This is an optimization exercise on Yosys and OpenROAD, whose aim is small area, a short achievable clock period and few clock cycles, not a production implementation.
RTL that was checked went through simulation tests only; none was proved equivalent to the original.

==> branch violet <==
// sha1_byte_stream_digest
module sha1_byte_stream_digest
(
  input  logic      clk,
  input  logic      rst_n,
  input  logic      in_valid,
  output logic      in_ready,
  input  logic [8:0]  in_data,
  output logic      out_valid,
  input  logic      out_ready,
  output logic [36:0] out_data
);
make LEC_CHECK=0 CAP_MARGIN=20 CORE_MARGIN=2 CORE_UTILIZATION=40 SLEW_MARGIN=20 finish   # period 9.0 ns
run.sh (not shown) runs the stock make flow with config.mk's settings and CLKGATE_MAP_FILE= SYNTH_SCRIPT=/design/flow/synth_recipe.tcl, a recipe that flattens the netlist after the stock synthesis.
==> branch nickel: changes against branch violet <==
--- a/flow/design.v
+++ b/flow/design.v
@@ -16,19 +16,20 @@
   input  logic        push,       
   input  logic [31:0] win_in,
   output logic [31:0] sched,      
   input  logic        shift,      
   input  logic        inject,     
   input  logic [31:0] inj_val,
   input  logic [1:0]  gsel,       
+  input  logic [1:0]  gsel2,      
   output logic [31:0] d_out       
 );
   logic [31:0] win [16];
-  logic [31:0] a_r, b_r, c_r, d_r, g_r;
-  logic [31:0] t_sum, f_n, k_n, g_n, a_n;
+  logic [31:0] a_r, b_r, c_r, d_r, g_r, dk_r;
+  logic [31:0] t_sum, f_n, k2_n, g_n, a_n;
   logic [31:0] sx;
   assign sx    = win[13] ^ win[8] ^ win[2] ^ win[0];
   assign sched = {sx[30:0], sx[31]};
   assign d_out = d_r;
   always_ff @(posedge clk) begin
     if (push) begin
       for (int i = 0; i < 15; i++) win[i] <= win[i+1];
@@ -37,30 +38,37 @@
   end
   logic [31:0] fb, fc, fd;
   assign fb = a_r;
   assign fc = {b_r[1:0], b_r[31:2]};
   assign fd = {c_r[1:0], c_r[31:2]};
   always_comb begin
     unique case (gsel)
-      2'd0:    begin f_n = fd ^ (fb & (fc ^ fd));            k_n = K_0; end
-      2'd1:    begin f_n = fb ^ fc ^ fd;                     k_n = K_1; end
-      2'd2:    begin f_n = (fb & fc) | (fd & (fb | fc));     k_n = K_2; end
-      default: begin f_n = fb ^ fc ^ fd;                     k_n = K_3; end
+      2'd0:    f_n = fd ^ (fb & (fc ^ fd));
+      2'd1:    f_n = fb ^ fc ^ fd;
+      2'd2:    f_n = (fb & fc) | (fd & (fb | fc));
+      default: f_n = fb ^ fc ^ fd;
     endcase
-    g_n   = f_n + {d_r[1:0], d_r[31:2]} + k_n;
+    unique case (gsel2)
+      2'd0:    k2_n = K_0;
+      2'd1:    k2_n = K_1;
+      2'd2:    k2_n = K_2;
+      default: k2_n = K_3;
+    endcase
+    g_n   = f_n + dk_r;
     t_sum = {a_r[26:0], a_r[31:27]} + g_r + win[15];
     a_n   = inject ? inj_val : t_sum;
   end
   always_ff @(posedge clk) begin
     if (shift) begin
       a_r <= a_n;
       b_r <= a_r;
       c_r <= b_r;
       d_r <= c_r;
       g_r <= g_n;
+      dk_r <= {c_r[1:0], c_r[31:2]} + k2_n;
     end
   end
 endmodule
 import sha1bsd_pkg::*;
 module sha1_byte_stream_digest
 (
   input  logic      clk,
@@ -79,22 +87,30 @@
   logic        finp_r;          
   logic        finp_rep_r;      
   logic        fin_r;           
   logic        nonempty_r;      
   logic        cstart_r;        
   logic        inc_r, newm_r;   
   logic [60:0] total_r;         
+  logic        sat_r;           
+  logic        in_ready_r;      
+  logic        olast_r;         
   logic [6:0]  p_r;             
   logic        pad_r;           
   logic        padfirst_r;      
   logic        lenok_r;         
   logic        pfinal_r;        
   logic        wpend_r;         
   logic [6:0]  r_r;             
   logic [1:0]  gsel_r;          
+  logic [1:0]  gsel2_r;         
+  logic        r79_r;           
+  logic        plt16_r;         
+  logic        xrot_r;          
+  logic        acc_r;           
   logic        inj_r;           
   logic [2:0]  ic_r;            
   logic        hwr_r;           
   logic        rfirst_r;        
   logic        rfinal_r;        
   logic [31:0] h_r [5];
   logic [31:0] s_r;             
@@ -108,51 +124,58 @@
   logic [2:0]  out_idx_r;
   logic        out_empty_r;
   logic p_lt16, p_is14, p_is15, p_is80, r_is79;
   logic round_go, r79_go, push_avail, push_go, push_data, pad_push;
   logic xfer, app, fin;
   logic proc_rep, proc_real;
   logic hr_load;
+  logic finp_n, pad_n, wfull_n, plt16_n, wpend_n, inj_n;
   logic out_fire;
   logic [31:0] sched, d_out, win_in, inj_val, xadd, sum, hmux;
   logic [31:0] pword;
-  assign p_lt16 = (p_r[6:4] == 3'd0);
+  assign p_lt16 = plt16_r;
   assign p_is14 = (p_r == 7'd14);
   assign p_is15 = (p_r == 7'd15);
   assign p_is80 = (p_r == 7'd80);
-  assign r_is79 = (r_r == 7'd79);
+  assign r_is79 = r79_r;
   assign round_go = wpend_r && !inj_r &&
                     (!r_is79 || (hprep_r && !out_busy_r && !oprep_r));
   assign r79_go   = round_go && r_is79;
-  assign push_avail = p_lt16 ? (pad_r || wfull_r) : !p_is80;
-  assign push_go    = push_avail && (!wpend_r || round_go);
+  assign push_avail = p_lt16 ? (pad_r || wfull_r) : !r_is79;
+  assign push_go    = push_avail && !(wpend_r && inj_r);
   assign push_data  = push_go && p_lt16 && !pad_r;
   assign pad_push   = push_go && p_lt16 && pad_r;
-  assign in_ready = !finp_r && !pad_r && (!wfull_r || (p_lt16 && (!wpend_r || !inj_r)));
+  assign in_ready = in_ready_r;
   assign xfer     = in_valid && in_ready;
   assign app      = xfer && !in_data[8];
   assign fin      = xfer && in_data[8];
   assign proc_rep  = finp_r && finp_rep_r && !fin_inflight_r && !out_busy_r &&
                      !oprep_r && !inj_r;
   assign proc_real = finp_r && !finp_rep_r && !fin_inflight_r && !wfull_r;
   assign out_fire = out_busy_r && out_ready;
+  assign finp_n   = fin || (finp_r && !proc_real && !proc_rep);
+  assign pad_n    = proc_real || (pad_r && !(pad_push && p_is15 && lenok_r));
+  assign wfull_n  = !push_data && ((app && (bpos_r == 2'd3)) || wfull_r);
+  assign plt16_n  = r79_go || (push_go ? ((p_r[6:4] == 3'd0) && (p_r[3:0] != 4'd15)) : plt16_r);
+  assign wpend_n  = push_go || (wpend_r && !round_go);
+  assign inj_n    = r79_go || (inj_r && (ic_r != 3'd4));
   assign hr_load  = !(out_busy_r && !out_ready) && !(hprep_r && !r79_go);
   always_comb begin
     for (int j = 0; j < 4; j++) begin
       if (!pad_r || (j < bpos_r))                    pword[31-8*j -: 8] = wb_r[j];
       else if (padfirst_r && (j == bpos_r))          pword[31-8*j -: 8] = 8'h80;
       else                                           pword[31-8*j -: 8] = 8'h00;
     end
     if (!p_lt16)                                     win_in = sched;
     else if (!pad_r || padfirst_r)                   win_in = pword;
     else if (lenok_r && p_is14)                      win_in = total_r[60:29];
     else if (lenok_r && p_is15)                      win_in = {total_r[28:0], 3'b000};
     else                                             win_in = 32'h0;
   end
-  assign xadd = (r79_go || (inj_r && !ic_r[1])) ? {d_out[1:0], d_out[31:2]} : d_out;
+  assign xadd = xrot_r ? {d_out[1:0], d_out[31:2]} : d_out;
   assign sum  = hr_r + xadd;
   always_comb begin
     if (rfinal_r) begin
       unique case (ic_r)
         3'd0:    inj_val = {H4_INIT[29:0], H4_INIT[31:30]};
         3'd1:    inj_val = {H3_INIT[29:0], H3_INIT[31:30]};
         3'd2:    inj_val = {H2_INIT[29:0], H2_INIT[31:30]};
@@ -175,22 +198,23 @@
     .push    (push_go),
     .win_in  (win_in),
     .sched   (sched),
     .shift   (round_go || inj_r),
     .inject  (inj_r),
     .inj_val (inj_val),
     .gsel    (gsel_r),
+    .gsel2   (gsel2_r),
     .d_out   (d_out)
   );
   always_ff @(posedge clk) begin
     for (int j = 0; j < 4; j++)
       if (in_ready && (bpos_r == j)) wb_r[j] <= in_data[7:0];
     if (inc_r) begin
-      if (newm_r)          total_r <= 61'd1;
-      else if (!(&total_r)) total_r <= total_r + 61'd1;
+      if (newm_r)      total_r <= 61'd1;
+      else if (!sat_r) total_r <= total_r + 61'd1;
     end
     s_r <= sum;
     if (r79_go)                                  h_r[4] <= sum;
     if (inj_r && hwr_r && (ic_r == 3'd0))        h_r[3] <= sum;
     if (inj_r && hwr_r && (ic_r == 3'd1))        h_r[2] <= sum;
     if (inj_r && hwr_r && (ic_r == 3'd2))        h_r[1] <= sum;
     if (inj_r && hwr_r && (ic_r == 3'd3))        h_r[0] <= sum;
@@ -203,22 +227,30 @@
       finp_r         <= 1'b0;
       finp_rep_r     <= 1'b0;
       fin_r          <= 1'b0;
       nonempty_r     <= 1'b0;
       cstart_r       <= 1'b1;
       inc_r          <= 1'b0;
       newm_r         <= 1'b0;
+      sat_r          <= 1'b0;
+      in_ready_r     <= 1'b1;
+      olast_r        <= 1'b0;
       p_r            <= '0;
       pad_r          <= 1'b0;
       padfirst_r     <= 1'b0;
       lenok_r        <= 1'b0;
       pfinal_r       <= 1'b0;
       wpend_r        <= 1'b0;
       r_r            <= '0;
       gsel_r         <= '0;
+      gsel2_r        <= '0;
+      r79_r          <= 1'b0;
+      plt16_r        <= 1'b1;
+      xrot_r         <= 1'b0;
+      acc_r          <= 1'b1;
       inj_r          <= 1'b1;
       ic_r           <= '0;
       hwr_r          <= 1'b0;
       rfirst_r       <= 1'b1;
       rfinal_r       <= 1'b1;
       hsel_r         <= '0;
       hcon_r         <= 1'b0;
@@ -227,14 +259,16 @@
       oprep_r        <= 1'b0;
       out_busy_r     <= 1'b0;
       out_idx_r      <= '0;
       out_empty_r    <= 1'b0;
     end else begin
       inc_r  <= app;
       newm_r <= cstart_r;
+      if (inc_r) sat_r <= !newm_r && (sat_r || (total_r == {{60{1'b1}}, 1'b0}));
+      in_ready_r <= !finp_n && !pad_n && (!wfull_n || (plt16_n && !(wpend_n && inj_n)));
       if (app) begin
         bpos_r     <= bpos_r + 2'd1;
         nonempty_r <= 1'b1;
         fin_r      <= 1'b0;
         cstart_r   <= 1'b0;
       end
       if (fin) begin
@@ -265,34 +299,47 @@
             pad_r    <= 1'b0;
             pfinal_r <= 1'b1;
           end else begin
             lenok_r  <= 1'b1;
           end
         end
       end
-      if (r79_go)       p_r <= '0;
-      else if (push_go) p_r <= p_r + 7'd1;
+      acc_r <= !finp_n && !pad_n;
+      if (r79_go) begin
+        p_r     <= '0;
+        plt16_r <= 1'b1;
+      end else if (push_go) begin
+        p_r     <= p_r + 7'd1;
+        plt16_r <= (p_r[6:4] == 3'd0) && (p_r[3:0] != 4'd15);
+      end
       if (push_go)       wpend_r <= 1'b1;
       else if (round_go) wpend_r <= 1'b0;
       if (round_go) begin
         r_r <= r_is79 ? 7'd0 : r_r + 7'd1;
+        r79_r <= (r_r == 7'd78);
+        if (r_r == 7'd78) xrot_r <= 1'b1;
+        if (r_r == 7'd17) gsel2_r <= 2'd1;
+        if (r_r == 7'd37) gsel2_r <= 2'd2;
+        if (r_r == 7'd57) gsel2_r <= 2'd3;
+        if (r_r == 7'd77) gsel2_r <= 2'd0;
         if (r_r == 7'd18) gsel_r <= 2'd1;
         if (r_r == 7'd38) gsel_r <= 2'd2;
         if (r_r == 7'd58) gsel_r <= 2'd3;
         if (r_is79)       gsel_r <= 2'd0;
       end
       if (r79_go) begin
         inj_r    <= 1'b1;
         ic_r     <= '0;
         hwr_r    <= 1'b1;
         rfinal_r <= pfinal_r;
         pfinal_r <= 1'b0;
       end
       if (inj_r) begin
         ic_r <= ic_r + 3'd1;
+        if (ic_r == 3'd1) xrot_r <= 1'b0;
         if (ic_r == 3'd4) begin
           inj_r    <= 1'b0;
           rfirst_r <= rfinal_r;
           if (rfinal_r && hwr_r) begin
             fin_inflight_r <= 1'b0;
             out_busy_r     <= 1'b1;
             out_idx_r      <= '0;
@@ -302,14 +349,15 @@
       end
       if (oprep_r) begin
         oprep_r    <= 1'b0;
         out_busy_r <= 1'b1;
         out_idx_r  <= '0;
       end
       if (out_fire) begin
+        olast_r <= (out_idx_r == 3'd3);
         if (out_idx_r == 3'd4) begin
           out_busy_r <= 1'b0;
           out_idx_r  <= '0;
         end else begin
           out_idx_r  <= out_idx_r + 3'd1;
         end
       end
@@ -354,9 +402,9 @@
       end else begin
         hsel_r <= 5'b10000;
         hcon_r <= rfirst_r;
       end
     end
   end
   assign out_valid = out_busy_r;
-  assign out_data  = {hr_r, out_idx_r, (out_idx_r == 3'd4), out_empty_r};
+  assign out_data  = {hr_r, out_idx_r, olast_r, out_empty_r};
 endmodule
==> flow/config.mk (replaced) <==
export PLATFORM = sky130hd
export DESIGN_NAME = sha1_byte_stream_digest
export DESIGN_NICKNAME = sha1_byte_stream_digest
export VERILOG_FILES = /design/flow/design.v
export SDC_FILE = /design/flow/constraint.sdc
export NUM_CORES = 4
export LEC_CHECK = 0
export CAP_MARGIN = 20
export CORE_MARGIN = 2
export CORE_UTILIZATION = 55
export CTS_CLUSTER_DIAMETER = 100
export CTS_CLUSTER_SIZE = 24
export SETUP_SLACK_MARGIN = 5
export SLEW_MARGIN = 20
==> branch willow: changes against branch violet <==
--- a/flow/design.v
+++ b/flow/design.v
@@ -14,21 +14,23 @@
 (
   input  logic        clk,
   input  logic        push,       
   input  logic [31:0] win_in,
   output logic [31:0] sched,      
   input  logic        shift,      
   input  logic        inject,     
+  input  logic        drot,       
   input  logic [31:0] inj_val,
   input  logic [1:0]  gsel,       
+  input  logic [1:0]  gsel2,      
   output logic [31:0] d_out       
 );
   logic [31:0] win [16];
-  logic [31:0] a_r, b_r, c_r, d_r, g_r;
-  logic [31:0] t_sum, f_n, k_n, g_n, a_n;
+  logic [31:0] a_r, b_r, c_r, d_r, g_r, dk_r;
+  logic [31:0] t_sum, f_n, k2_n, g_n, a_n;
   logic [31:0] sx;
   assign sx    = win[13] ^ win[8] ^ win[2] ^ win[0];
   assign sched = {sx[30:0], sx[31]};
   assign d_out = d_r;
   always_ff @(posedge clk) begin
     if (push) begin
       for (int i = 0; i < 15; i++) win[i] <= win[i+1];
@@ -37,30 +39,38 @@
   end
   logic [31:0] fb, fc, fd;
   assign fb = a_r;
   assign fc = {b_r[1:0], b_r[31:2]};
   assign fd = {c_r[1:0], c_r[31:2]};
   always_comb begin
     unique case (gsel)
-      2'd0:    begin f_n = fd ^ (fb & (fc ^ fd));            k_n = K_0; end
-      2'd1:    begin f_n = fb ^ fc ^ fd;                     k_n = K_1; end
-      2'd2:    begin f_n = (fb & fc) | (fd & (fb | fc));     k_n = K_2; end
-      default: begin f_n = fb ^ fc ^ fd;                     k_n = K_3; end
+      2'd0:    f_n = fd ^ (fb & (fc ^ fd));
+      2'd1:    f_n = fb ^ fc ^ fd;
+      2'd2:    f_n = (fb & fc) | (fd & (fb | fc));
+      default: f_n = fb ^ fc ^ fd;
     endcase
-    g_n   = f_n + {d_r[1:0], d_r[31:2]} + k_n;
-    t_sum = {a_r[26:0], a_r[31:27]} + g_r + win[15];
-    a_n   = inject ? inj_val : t_sum;
+    unique case (gsel2)
+      2'd0:    k2_n = K_0;
+      2'd1:    k2_n = K_1;
+      2'd2:    k2_n = K_2;
+      default: k2_n = K_3;
+    endcase
+    g_n   = f_n + dk_r;
+    t_sum = (inject ? 32'h0 : {a_r[26:0], a_r[31:27]}) + (inject ? 32'h0 : g_r) +
+            (inject ? inj_val : win[15]);
+    a_n   = t_sum;
   end
   always_ff @(posedge clk) begin
     if (shift) begin
       a_r <= a_n;
       b_r <= a_r;
       c_r <= b_r;
-      d_r <= c_r;
+      d_r <= drot ? {c_r[1:0], c_r[31:2]} : c_r;
       g_r <= g_n;
+      dk_r <= {c_r[1:0], c_r[31:2]} + k2_n;
     end
   end
 endmodule
 import sha1bsd_pkg::*;
 module sha1_byte_stream_digest
 (
   input  logic      clk,
@@ -79,120 +89,143 @@
   logic        finp_r;          
   logic        finp_rep_r;      
   logic        fin_r;           
   logic        nonempty_r;      
   logic        cstart_r;        
   logic        inc_r, newm_r;   
   logic [60:0] total_r;         
+  logic        sat_r;           
+  logic        in_ready_r;      
+  logic        olast_r;         
   logic [6:0]  p_r;             
   logic        pad_r;           
   logic        padfirst_r;      
   logic        lenok_r;         
   logic        pfinal_r;        
   logic        wpend_r;         
   logic [6:0]  r_r;             
   logic [1:0]  gsel_r;          
+  logic [1:0]  gsel2_r;         
+  logic        r79_r;           
+  logic        plt16_r;         
+  logic        drot_r;          
+  logic        acc_r;           
   logic        inj_r;           
   logic [2:0]  ic_r;            
   logic        hwr_r;           
   logic        rfirst_r;        
   logic        rfinal_r;        
   logic [31:0] h_r [5];
-  logic [31:0] s_r;             
+  logic [31:0] iv_r;            
   logic [31:0] hr_r;            
   logic [4:0]  hsel_r;          
   logic        hcon_r;          
   logic        hprep_r;         
   logic        fin_inflight_r;  
   logic        oprep_r;         
   logic        out_busy_r;
   logic [2:0]  out_idx_r;
   logic        out_empty_r;
   logic p_lt16, p_is14, p_is15, p_is80, r_is79;
   logic round_go, r79_go, push_avail, push_go, push_data, pad_push;
   logic xfer, app, fin;
   logic proc_rep, proc_real;
   logic hr_load;
+  logic finp_n, pad_n, wfull_n, plt16_n, wpend_n, inj_n;
   logic out_fire;
   logic [31:0] sched, d_out, win_in, inj_val, xadd, sum, hmux;
   logic [31:0] pword;
-  assign p_lt16 = (p_r[6:4] == 3'd0);
+  assign p_lt16 = plt16_r;
   assign p_is14 = (p_r == 7'd14);
   assign p_is15 = (p_r == 7'd15);
   assign p_is80 = (p_r == 7'd80);
-  assign r_is79 = (r_r == 7'd79);
+  assign r_is79 = r79_r;
   assign round_go = wpend_r && !inj_r &&
                     (!r_is79 || (hprep_r && !out_busy_r && !oprep_r));
   assign r79_go   = round_go && r_is79;
-  assign push_avail = p_lt16 ? (pad_r || wfull_r) : !p_is80;
-  assign push_go    = push_avail && (!wpend_r || round_go);
+  assign push_avail = p_lt16 ? (pad_r || wfull_r) : !r_is79;
+  assign push_go    = push_avail && !(wpend_r && inj_r);
   assign push_data  = push_go && p_lt16 && !pad_r;
   assign pad_push   = push_go && p_lt16 && pad_r;
-  assign in_ready = !finp_r && !pad_r && (!wfull_r || (p_lt16 && (!wpend_r || !inj_r)));
+  assign in_ready = in_ready_r;
   assign xfer     = in_valid && in_ready;
   assign app      = xfer && !in_data[8];
   assign fin      = xfer && in_data[8];
   assign proc_rep  = finp_r && finp_rep_r && !fin_inflight_r && !out_busy_r &&
                      !oprep_r && !inj_r;
   assign proc_real = finp_r && !finp_rep_r && !fin_inflight_r && !wfull_r;
   assign out_fire = out_busy_r && out_ready;
+  assign finp_n   = fin || (finp_r && !proc_real && !proc_rep);
+  assign pad_n    = proc_real || (pad_r && !(pad_push && p_is15 && lenok_r));
+  assign wfull_n  = !push_data && ((app && (bpos_r == 2'd3)) || wfull_r);
+  assign plt16_n  = r79_go || (push_go ? ((p_r[6:4] == 3'd0) && (p_r[3:0] != 4'd15)) : plt16_r);
+  assign wpend_n  = push_go || (wpend_r && !round_go);
+  assign inj_n    = r79_go || (inj_r && (ic_r != 3'd4));
   assign hr_load  = !(out_busy_r && !out_ready) && !(hprep_r && !r79_go);
   always_comb begin
     for (int j = 0; j < 4; j++) begin
       if (!pad_r || (j < bpos_r))                    pword[31-8*j -: 8] = wb_r[j];
       else if (padfirst_r && (j == bpos_r))          pword[31-8*j -: 8] = 8'h80;
       else                                           pword[31-8*j -: 8] = 8'h00;
     end
     if (!p_lt16)                                     win_in = sched;
     else if (!pad_r || padfirst_r)                   win_in = pword;
     else if (lenok_r && p_is14)                      win_in = total_r[60:29];
     else if (lenok_r && p_is15)                      win_in = {total_r[28:0], 3'b000};
     else                                             win_in = 32'h0;
   end
-  assign xadd = (r79_go || (inj_r && !ic_r[1])) ? {d_out[1:0], d_out[31:2]} : d_out;
+  assign xadd = d_out;
   assign sum  = hr_r + xadd;
+  logic [2:0]  ic_nx;
+  logic        rf_nx;
+  logic [31:0] iv_n;
+  assign ic_nx = (!rst_n || r79_go) ? 3'd0 : ic_r + 3'd1;
+  assign rf_nx = !rst_n || (r79_go ? pfinal_r : rfinal_r);
   always_comb begin
-    if (rfinal_r) begin
-      unique case (ic_r)
-        3'd0:    inj_val = {H4_INIT[29:0], H4_INIT[31:30]};
-        3'd1:    inj_val = {H3_INIT[29:0], H3_INIT[31:30]};
-        3'd2:    inj_val = {H2_INIT[29:0], H2_INIT[31:30]};
-        3'd3:    inj_val = H1_INIT;
-        default: inj_val = H0_INIT;
+    if (rf_nx) begin
+      unique case (ic_nx)
+        3'd0:    iv_n = {H4_INIT[29:0], H4_INIT[31:30]};
+        3'd1:    iv_n = {H3_INIT[29:0], H3_INIT[31:30]};
+        3'd2:    iv_n = {H2_INIT[29:0], H2_INIT[31:30]};
+        3'd3:    iv_n = H1_INIT;
+        default: iv_n = H0_INIT;
       endcase
-    end else if (ic_r[2] || (ic_r == 3'd3)) begin
-      inj_val = s_r;
+    end else if (ic_nx[2] || (ic_nx == 3'd3)) begin
+      iv_n = sum;
     end else begin
-      inj_val = {s_r[29:0], s_r[31:30]};
+      iv_n = {sum[29:0], sum[31:30]};
     end
   end
+  assign inj_val = iv_r;
   always_comb begin
     hmux = '0;
     for (int i = 0; i < 5; i++)
       if (hsel_r[i]) hmux = hmux | (hcon_r ? H_INIT[32*i +: 32] : h_r[i]);
   end
   sha1bsd_core u_core (
     .clk     (clk),
     .push    (push_go),
     .win_in  (win_in),
     .sched   (sched),
     .shift   (round_go || inj_r),
     .inject  (inj_r),
+    .drot    (drot_r),
     .inj_val (inj_val),
     .gsel    (gsel_r),
+    .gsel2   (gsel2_r),
     .d_out   (d_out)
   );
   always_ff @(posedge clk) begin
     for (int j = 0; j < 4; j++)
       if (in_ready && (bpos_r == j)) wb_r[j] <= in_data[7:0];
     if (inc_r) begin
-      if (newm_r)          total_r <= 61'd1;
-      else if (!(&total_r)) total_r <= total_r + 61'd1;
+      if (newm_r)      total_r <= 61'd1;
+      else if (!sat_r) total_r <= total_r + 61'd1;
     end
-    s_r <= sum;
+    iv_r <= iv_n;
     if (r79_go)                                  h_r[4] <= sum;
     if (inj_r && hwr_r && (ic_r == 3'd0))        h_r[3] <= sum;
     if (inj_r && hwr_r && (ic_r == 3'd1))        h_r[2] <= sum;
     if (inj_r && hwr_r && (ic_r == 3'd2))        h_r[1] <= sum;
     if (inj_r && hwr_r && (ic_r == 3'd3))        h_r[0] <= sum;
     if (hr_load) hr_r <= hmux;
   end
@@ -203,22 +236,30 @@
       finp_r         <= 1'b0;
       finp_rep_r     <= 1'b0;
       fin_r          <= 1'b0;
       nonempty_r     <= 1'b0;
       cstart_r       <= 1'b1;
       inc_r          <= 1'b0;
       newm_r         <= 1'b0;
+      sat_r          <= 1'b0;
+      in_ready_r     <= 1'b1;
+      olast_r        <= 1'b0;
       p_r            <= '0;
       pad_r          <= 1'b0;
       padfirst_r     <= 1'b0;
       lenok_r        <= 1'b0;
       pfinal_r       <= 1'b0;
       wpend_r        <= 1'b0;
       r_r            <= '0;
       gsel_r         <= '0;
+      gsel2_r        <= '0;
+      r79_r          <= 1'b0;
+      plt16_r        <= 1'b1;
+      drot_r         <= 1'b0;
+      acc_r          <= 1'b1;
       inj_r          <= 1'b1;
       ic_r           <= '0;
       hwr_r          <= 1'b0;
       rfirst_r       <= 1'b1;
       rfinal_r       <= 1'b1;
       hsel_r         <= '0;
       hcon_r         <= 1'b0;
@@ -227,14 +268,16 @@
       oprep_r        <= 1'b0;
       out_busy_r     <= 1'b0;
       out_idx_r      <= '0;
       out_empty_r    <= 1'b0;
     end else begin
       inc_r  <= app;
       newm_r <= cstart_r;
+      if (inc_r) sat_r <= !newm_r && (sat_r || (total_r == {{60{1'b1}}, 1'b0}));
+      in_ready_r <= !finp_n && !pad_n && (!wfull_n || (plt16_n && !(wpend_n && inj_n)));
       if (app) begin
         bpos_r     <= bpos_r + 2'd1;
         nonempty_r <= 1'b1;
         fin_r      <= 1'b0;
         cstart_r   <= 1'b0;
       end
       if (fin) begin
@@ -265,34 +308,47 @@
             pad_r    <= 1'b0;
             pfinal_r <= 1'b1;
           end else begin
             lenok_r  <= 1'b1;
           end
         end
       end
-      if (r79_go)       p_r <= '0;
-      else if (push_go) p_r <= p_r + 7'd1;
+      acc_r <= !finp_n && !pad_n;
+      if (r79_go) begin
+        p_r     <= '0;
+        plt16_r <= 1'b1;
+      end else if (push_go) begin
+        p_r     <= p_r + 7'd1;
+        plt16_r <= (p_r[6:4] == 3'd0) && (p_r[3:0] != 4'd15);
+      end
       if (push_go)       wpend_r <= 1'b1;
       else if (round_go) wpend_r <= 1'b0;
       if (round_go) begin
         r_r <= r_is79 ? 7'd0 : r_r + 7'd1;
+        r79_r <= (r_r == 7'd78);
+        if (r_r == 7'd77) drot_r <= 1'b1;
+        if (r_r == 7'd17) gsel2_r <= 2'd1;
+        if (r_r == 7'd37) gsel2_r <= 2'd2;
+        if (r_r == 7'd57) gsel2_r <= 2'd3;
+        if (r_r == 7'd77) gsel2_r <= 2'd0;
         if (r_r == 7'd18) gsel_r <= 2'd1;
         if (r_r == 7'd38) gsel_r <= 2'd2;
         if (r_r == 7'd58) gsel_r <= 2'd3;
         if (r_is79)       gsel_r <= 2'd0;
       end
       if (r79_go) begin
         inj_r    <= 1'b1;
         ic_r     <= '0;
         hwr_r    <= 1'b1;
         rfinal_r <= pfinal_r;
         pfinal_r <= 1'b0;
       end
       if (inj_r) begin
         ic_r <= ic_r + 3'd1;
+        if (ic_r == 3'd0) drot_r <= 1'b0;
         if (ic_r == 3'd4) begin
           inj_r    <= 1'b0;
           rfirst_r <= rfinal_r;
           if (rfinal_r && hwr_r) begin
             fin_inflight_r <= 1'b0;
             out_busy_r     <= 1'b1;
             out_idx_r      <= '0;
@@ -302,14 +358,15 @@
       end
       if (oprep_r) begin
         oprep_r    <= 1'b0;
         out_busy_r <= 1'b1;
         out_idx_r  <= '0;
       end
       if (out_fire) begin
+        olast_r <= (out_idx_r == 3'd3);
         if (out_idx_r == 3'd4) begin
           out_busy_r <= 1'b0;
           out_idx_r  <= '0;
         end else begin
           out_idx_r  <= out_idx_r + 3'd1;
         end
       end
@@ -354,9 +411,9 @@
       end else begin
         hsel_r <= 5'b10000;
         hcon_r <= rfirst_r;
       end
     end
   end
   assign out_valid = out_busy_r;
-  assign out_data  = {hr_r, out_idx_r, (out_idx_r == 3'd4), out_empty_r};
+  assign out_data  = {hr_r, out_idx_r, olast_r, out_empty_r};
 endmodule
==> flow/config.mk (replaced) <==
export PLATFORM = sky130hd
export DESIGN_NAME = sha1_byte_stream_digest
export DESIGN_NICKNAME = sha1_byte_stream_digest
export VERILOG_FILES = /design/flow/design.v
export SDC_FILE = /design/flow/constraint.sdc
export NUM_CORES = 4
export LEC_CHECK = 0
export ABC_AREA = 1
export CAP_MARGIN = 20
export CORE_MARGIN = 2
export CORE_UTILIZATION = 40
export SETUP_SLACK_MARGIN = 5
export SLEW_MARGIN = 20
==> flow_metrics.tcl <==
set metrics [dict create \
    drt-pass1-iter-count 5 \
    floorplan.tapcells 1512 \
    wirelength_mm 106 \
    post-route-worst-setup-slack_ps 3700 \
    run_status "finished clean" \
    synth_adder_area_share_pct 7.72 \
    highest_delay_cell_along_the_critical_path "sky130_fd_sc_hd__a211oi_1" \
    synth_compound_gate_area_share_pct 10.3 \
    timing.reg2reg.worst_path_depth 19 \
]
That was branch violet.
==> flow_metrics.tcl <==
set metrics [dict create \
    run_status "failed layout checks" \
    check.faults "max-slew violations" \
    final_cell_area_um2 57700 \
    timing.reg2reg.worst_path_depth 16 \
    timing_worst_setup_path_type "flop to primary output" \
    syn_to_final_growth_pct 12.4 \
    highest_delay_cell_along_the_critical_path "sky130_fd_sc_hd__clkdlybuf4s50_1" \
    wirelength_mm 140 \
    floorplan.tapcells 1662 \
    drt-pass1-iter-count 6 \
    finish.cell_count_without_fillers 6655 \
    slew_viol_final 34 \
    synth_compound_gate_area_share_pct 7.46 \
    groute.layer.met3.usage_pct 2.72 \
    post-route-drc-count 0 \
]
That was branch willow.
==> flow_metrics.tcl <==
set metrics [dict create \
    timing.reg2reg.worst_path_depth 14 \
    synth_adder_area_share_pct 6.94 \
    startpoint "gsel_r[0]$_SDFFE_PN0P_" \
    synth_top_flop_cell "sky130_fd_sc_hd__edfxtp_1" \
    floorplan.tapcells 1155 \
    synth_compound_gate_area_share_pct 9.90 \
    post-route-worst-setup-slack_ps 5040 \
    highest_delay_cell_along_the_critical_path "sky130_fd_sc_hd__a221oi_1" \
    drt-pass1-iter-count 5 \
    run_status "finished clean" \
    routedWlPerCell_um 25.0 \
    sequentialPowerShare_pct 47.2 \
]
That was branch nickel.
Testbench counts of branch nickel, summed over its fixed seeds: cycles 34,281.
Testbench counts of branch willow, summed over its fixed seeds: cycles 34,281.
Only the layout flow was run in branch violet; the RTL was not checked for function there.

-- afterwards: timing with drivers on the ports --
Ports are ideal in the flow. The routed layouts listed here were re-timed in OpenROAD.
Step 1 sets driving cells, clkbuf_16 on the clock port and buf_2 on the other inputs (assumed; they add their load-dependent delay and slew).
Step 2 moves the port delays by t, midway between the first and last clock arrival at a register: inputs arrive t later, outputs are due t later. That takes back most of the time a late clock gives input paths.
a / b / c = ideal / step 1 / step 2; a / b = the first two.
run | shift t [ns] | setup slack, ns | latest minus earliest clock arrival (ns) | slew at the worst register clock pin (ns) | worst data-port slew with drivers (ns)
branch violet | 0.742 | 3.695 / 3.695 / 3.695 | 0.032 / 0.032 | 0.07 / 0.07 | 0.06
branch nickel | 0.718 | 5.041 / 5.041 / 5.041 | 0.048 / 0.047 | 0.10 / 0.10 | 0.04
branch willow | 0.791 | 5.224 / 5.148 / 5.118 | 0.028 / 0.028 | 0.07 / 0.07 | 0.04
For branch willow, which loses most, drivers alone change the setup slack by -0.076 ns; drivers and shift together by -0.106 ns.
